Context: an optimization exercise on an open-source flow, tuned for small area and a short achievable clock period. The choices shown serve that exercise and are no tape-out recipe. The RTL was checked by simulation tests, not by an equivalence proof against the original design.

alpha:
Design conv_top, start of the top module:
module conv_top (
    input  logic                 clk,
    input  logic                 rst_n,
    input  logic                 in_valid,
    input  logic [2-1:0][8-1:0] in_data,
    input  logic                 coef_wr,
    input  conv_pkg::chan_idx_t  coef_chan,
    input  conv_pkg::tap_idx_t   coef_addr,
    input  conv_pkg::coeff_t     coef_data,
    output logic                 out_valid,
    output logic [2-1:0][24-1:0] out_data
);
Size: ~8000 cells after synthesis, roughly 83 I/O pins, about 110000 µm² of cells after synthesis.
==> flow/config.mk <==
export PLATFORM = sky130hd
export DESIGN_NAME = conv_top
export DESIGN_NICKNAME = conv_top
export VERILOG_FILES = /design/flow/design.v
export SDC_FILE = /design/flow/constraint.sdc
export NUM_CORES = 4
export LEC_CHECK = 0
export ABC_CLOCK_PERIOD_IN_PS = 3000
export CAP_MARGIN = 20
export CORE_MARGIN = 2
export CORE_UTILIZATION = 60
export CTS_CLUSTER_DIAMETER = 120
export CTS_CLUSTER_SIZE = 24
export SETUP_SLACK_MARGIN = 4.3
export SLEW_MARGIN = 20
export TNS_END_PERCENT = 100
==> flow/constraint.sdc <==
create_clock -name core_clock -period 7.5 [get_ports {clk}]
set_input_delay 1.5000 -clock core_clock [delete_from_list [all_inputs] [get_ports {clk}]]
set_output_delay 1.5000 -clock core_clock [all_outputs]
set_load 0.01 [all_outputs]
standard.sh (not shown) runs the stock make flow with config.mk's settings and CLKGATE_MAP_FILE= SYNTH_SCRIPT=/design/flow/synth_recipe.tcl, a recipe that flattens the netlist after the stock synthesis.
==> flow/flow/run.sh <==
#!/bin/bash
# Standard layout, with one netlist clean-up between synthesis and floorplan:
# flow/polarity.py flips full-adder cells (a full adder fed complemented
# inputs gives complemented outputs) to drop the inverters synthesis leaves
# between them. Registers and every other cell are untouched.
set -euo pipefail
R=orfs/results/$FLOW_PLATFORM/conv_top/base
bash standard.sh synth > synth.log 2>&1
cp $R/1_2_yosys.v synth_netlist.v
python3 flow/polarity.py synth_netlist.v $R/1_2_yosys.v > polarity.log 2>&1
bash standard.sh finish > layout.log 2>&1
Other scripts of this flow, unchanged in this note and not shown: flow/flow/polarity.py
--- input diff alpha..beta ---
diff --git a/flow/config.mk b/flow/config.mk
--- a/flow/config.mk
+++ b/flow/config.mk
@@ -7,10 +7,10 @@
 export LEC_CHECK = 0
 export ABC_CLOCK_PERIOD_IN_PS = 3000
-export CAP_MARGIN = 20
+export CAP_MARGIN = 10
 export CORE_MARGIN = 2
-export CORE_UTILIZATION = 60
+export CORE_UTILIZATION = 70
 export CTS_CLUSTER_DIAMETER = 120
 export CTS_CLUSTER_SIZE = 24
 export SETUP_SLACK_MARGIN = 4.3
-export SLEW_MARGIN = 20
+export SLEW_MARGIN = 10
 export TNS_END_PERCENT = 100
--- outcome ---
- Per the comparison of beta with alpha, detailed route wirelength on metal2 grew by about 13%, non-clock buffer count picked up an extra 36, final routed DRC violation total held steady, final count of hold timing violations stayed essentially flat, worst setup slack down 81 ps.
- Wire: beta routes more than alpha
- Highest attainable clock frequency ended up about 2.4% lower on beta than on alpha.

Another version of the RTL of conv_top (not shown whole).
Size in the first run: ~7,900 cells after synthesis, ~83 I/O pins, roughly 0.10 sq mm of cells after synthesis.
Settings: LEC_CHECK=0, ABC_CLOCK_PERIOD_IN_PS=3200, CAP_MARGIN=20, CORE_MARGIN=2, CORE_UTILIZATION=40, SETUP_SLACK_MARGIN=4.0, SLEW_MARGIN=20, TNS_END_PERCENT=100; clock period 7.5 ns.
Scripts as last shown in full above: flow/flow/run.sh
Other scripts of this flow, unchanged in this note and not shown: flow/flow/polarity.py
The starting point passed the timing, DRC and antenna checks.
Edit:
--- a/flow/config.mk
+++ b/flow/config.mk
@@ -8 +8 @@
-export ABC_CLOCK_PERIOD_IN_PS = 3200
+export ABC_CLOCK_PERIOD_IN_PS = 3000
@@ -11,2 +11,4 @@
-export CORE_UTILIZATION = 40
-export SETUP_SLACK_MARGIN = 4.0
+export CORE_UTILIZATION = 60
+export CTS_CLUSTER_DIAMETER = 120
+export CTS_CLUSTER_SIZE = 24
+export SETUP_SLACK_MARGIN = 4.4
Routed wire length came out higher by 1.7%.
Non-clock buffer count came out higher by 420.
Worst setup slack is better by 0.20 ns.
Flip-flop and latch count does not change.
Hold slack is better by 0.029 ns.

Setup of the baseline:
conv_top, a different RTL version from the one above (not shown whole).
For scale: ~1700 flip-flops, ~83 I/O pins.
clock: 7.5 ns
lec_check: 0
abc_clock_period_in_ps: 2800
cap_margin: 20
core_margin: 2
core_utilization: 40
setup_slack_margin: 4.7
slew_margin: 20
tns_end_percent: 100
run.sh (not shown) runs the stock make flow with config.mk's settings and CLKGATE_MAP_FILE= SYNTH_SCRIPT=/design/flow/synth_recipe.tcl, a recipe that flattens the netlist after the stock synthesis.
Stock flow here: none of the scripts above is used.
## Diff of input files: the candidate against the baseline
Settings: SETUP_SLACK_MARGIN changed from 4.7 to 4.0; ABC_CLOCK_PERIOD_IN_PS changed from 2800 to 3000.
The baseline has lower number of inserted filler cells in the final layout than the candidate.
Run comparison: the candidate critical path endpoint g_ch[0].mac_i.r2_10_116; the baseline critical path endpoint g_ch[1].mac_i.r2_8_78
Critical path depth (the candidate over the baseline): decrease, 1

## violet
conv_top, a different RTL version from the one above (not shown whole).
Size: ~83 I/O pins, roughly 110000 um^2 of cells after synthesis.
==> flow/design.v (excerpt) <==
module conv_top (
    input  logic                 clk,
    input  logic                 rst_n,
    input  logic                 in_valid,
    input  logic [2-1:0][8-1:0] in_data,
    input  logic                 coef_wr,
    input  conv_pkg::chan_idx_t  coef_chan,
    input  conv_pkg::tap_idx_t   coef_addr,
    input  conv_pkg::coeff_t     coef_data,
    output logic                 out_valid,
    output logic [2-1:0][24-1:0] out_data
);
    localparam int NSR = 33;   
    localparam int NST = 4;   
    localparam int XST = 3;   
    logic        v_q;
    logic [15:0] d_q;
    logic        cw_q;
    logic        cc_q;
    logic [4:0]  ca_q;
    logic [7:0]  cd_q;
    always_ff @(posedge clk or negedge rst_n) begin
        if (!rst_n) begin
            v_q  <= 1'b0;
            cw_q <= 1'b0;
        end else begin
            v_q  <= in_valid;
            cw_q <= coef_wr;
        end
    end
    always_ff @(posedge clk) begin
        d_q  <= in_data;
        cc_q <= coef_chan;
        ca_q <= coef_addr;
        cd_q <= coef_data;
    end
    localparam bit [59:0] LT = {5'd13, 5'd16, 5'd17, 5'd18, 5'd21, 5'd22, 5'd23, 5'd4, 5'd9, 5'd14, 5'd19, 5'd24};
  ...
export LEC_CHECK = 0
export ABC_CLOCK_PERIOD_IN_PS = 3000
export CAP_MARGIN = 20
export CORE_MARGIN = 2
export CORE_UTILIZATION = 60
export CTS_CLUSTER_DIAMETER = 120
export CTS_CLUSTER_SIZE = 24
export SETUP_SLACK_MARGIN = 4.5
export SLEW_MARGIN = 20
export TNS_END_PERCENT = 100
create_clock -name core_clock -period 7.5 [get_ports {clk}]
standard.sh (not shown) runs the stock make flow with config.mk's settings and CLKGATE_MAP_FILE= SYNTH_SCRIPT=/design/flow/synth_recipe.tcl, a recipe that flattens the netlist after the stock synthesis.
Scripts as last shown in full above: flow/flow/run.sh
Other scripts of this flow, unchanged in this note and not shown: flow/flow/polarity.py
[inputs] xenon vs violet
- a change of ABC_CLOCK_PERIOD_IN_PS from 3000 to 2900
- a change of SETUP_SLACK_MARGIN from 4.5 to 4.6
[summary]
Compared with violet, the detailed router inserted more vias in xenon.
Worst setup slack: xenon better than violet
Re detailed-route wire length: xenon is 1300 um up on violet.
Run comparison: violet master of the slowest instance on the critical path sky130_fd_sc_hd__o21ai_0; xenon master of the slowest instance on the critical path sky130_fd_sc_hd__fa_1
Max wire length on met2 across xenon and violet: xenon
xenon against violet; total of fill cells in the finished design is down slightly.
xenon ends up with lower register fraction of the total cell area than violet does.
Inputs modified between xenon and willow:
- changing SETUP_SLACK_MARGIN from 4.6 to 4.75
- changing ABC_CLOCK_PERIOD_IN_PS from 2900 to 2800
Findings:
Final cell count: willow higher than xenon
Changes observed in willow relative to xenon: data arrival time of the critical path lost 0.02 ns; final worst-path cycle share lost 0.24 points; number of antenna violations at the first check in global routing lost about 19%.
willow ends up with a non-clock buffer share of cell area that is 1.6 points higher than in xenon.
Between xenon and willow, the flow reports via total after detailed routing increasing slightly.

== the reference run ==
RTL: one of the versions met above, not the one the previous note started from.
For scale: about 8,000 cells after synthesis, roughly 83 I/O pins, ~0.11 sq mm of cells after synthesis.
clock: 7.5 ns
lec_check: 0
abc_clock_period_in_ps: 3000
cap_margin: 20
core_margin: 2
core_utilization: 40
setup_slack_margin: 4.3
slew_margin: 20
tns_end_percent: 100
Scripts as last shown in full above: flow/flow/run.sh
Other scripts of this flow, unchanged in this note and not shown: flow/flow/polarity.py
The reference run completed every stage of the flow, and the final layout passed the timing, DRC and antenna checks.
--- input diff the reference run..the trial run ---
Settings: changing CORE_UTILIZATION from 40 to 60; setting CTS_CLUSTER_SIZE to 24 for the first time; setting CTS_CLUSTER_DIAMETER to 120 for the first time; changing SETUP_SLACK_MARGIN from 4.3 to 4.5.
==> run notes <==
- Routed wire length is higher on the trial run
- When the trial run is set beside the reference run, its tap cell count turns out to be 34% smaller.
- Compared the reference run against the trial run; area taken by flip-flops and latches within noise.
- [the trial run vs the reference run] final non-filler cell total: lower in the trial run
- Of the reference run and the trial run, the run reporting the lower pin count of the biggest net entering global routing was the trial run.
- Comparing the reference run and the trial run, worst relative slew slack is higher on the trial run.
- Cmp the trial run vs the reference run: transition time at the pin with the least slew margin lower in the trial run
- | fraction of the cycle the final worst path needs | the trial run vs the reference run | 0.29 points lower |
- The core outline area of the trial run is lower than that of the reference run.
- The met2 wire length of the trial run falls short of that of the reference run by 4.2%.

-- what the ideal ports hide --
No port has a modelled driver above. Below, the same layouts with a new extraction and two added sets of constraints.
Step 1 (the two cells are an assumption about what drives the block):
set clk [get_ports {clk}]
set_driving_cell -lib_cell sky130_fd_sc_hd__clkbuf_16 $clk
set_driving_cell -lib_cell sky130_fd_sc_hd__buf_2 [delete_from_list [all_inputs] $clk]
Step 2 also shifts input and output timing later by t, the mid clock arrival at the registers, as if the neighbouring blocks saw the same clock.
a / b / c = ideal / step 1 / step 2; a / b = the first two.
run | t, ns | slack for setup (ns) | worst slew at a driven data input, ns | cell pins on the clock port's net
alpha | 0.831 | 4.210 / 4.210 / 4.210 | 0.05 | 1
beta | 0.823 | 4.129 / 4.129 / 4.129 | 0.06 | 1
the first run of note 2 | 0.948 | 4.012 / 4.012 / 4.012 | 0.08 | 1
the second run of note 2 | 0.821 | 4.214 / 4.214 / 4.136 | 0.06 | 1
the baseline | 0.970 | 3.465 / 3.465 / 3.465 | 0.06 | 1
the candidate | 0.949 | 3.411 / 3.411 / 3.411 | 0.07 | 1
violet | 0.853 | 4.379 / 4.379 / 4.287 | 0.05 | 1
xenon | 0.862 | 4.535 / 4.535 / 4.282 | 0.05 | 1
willow | 0.853 | 4.552 / 4.552 / 4.325 | 0.05 | 1
the reference run | 0.964 | 4.264 / 4.264 / 4.174 | 0.07 | 1
the trial run | 0.836 | 4.286 / 4.286 / 4.286 | 0.05 | 1
After both steps setup and hold are still met in every run listed. For xenon, which loses most, drivers alone change the setup slack by 0.000 ns; drivers and shift together by -0.253 ns. Setup slack includes reset recovery checks.
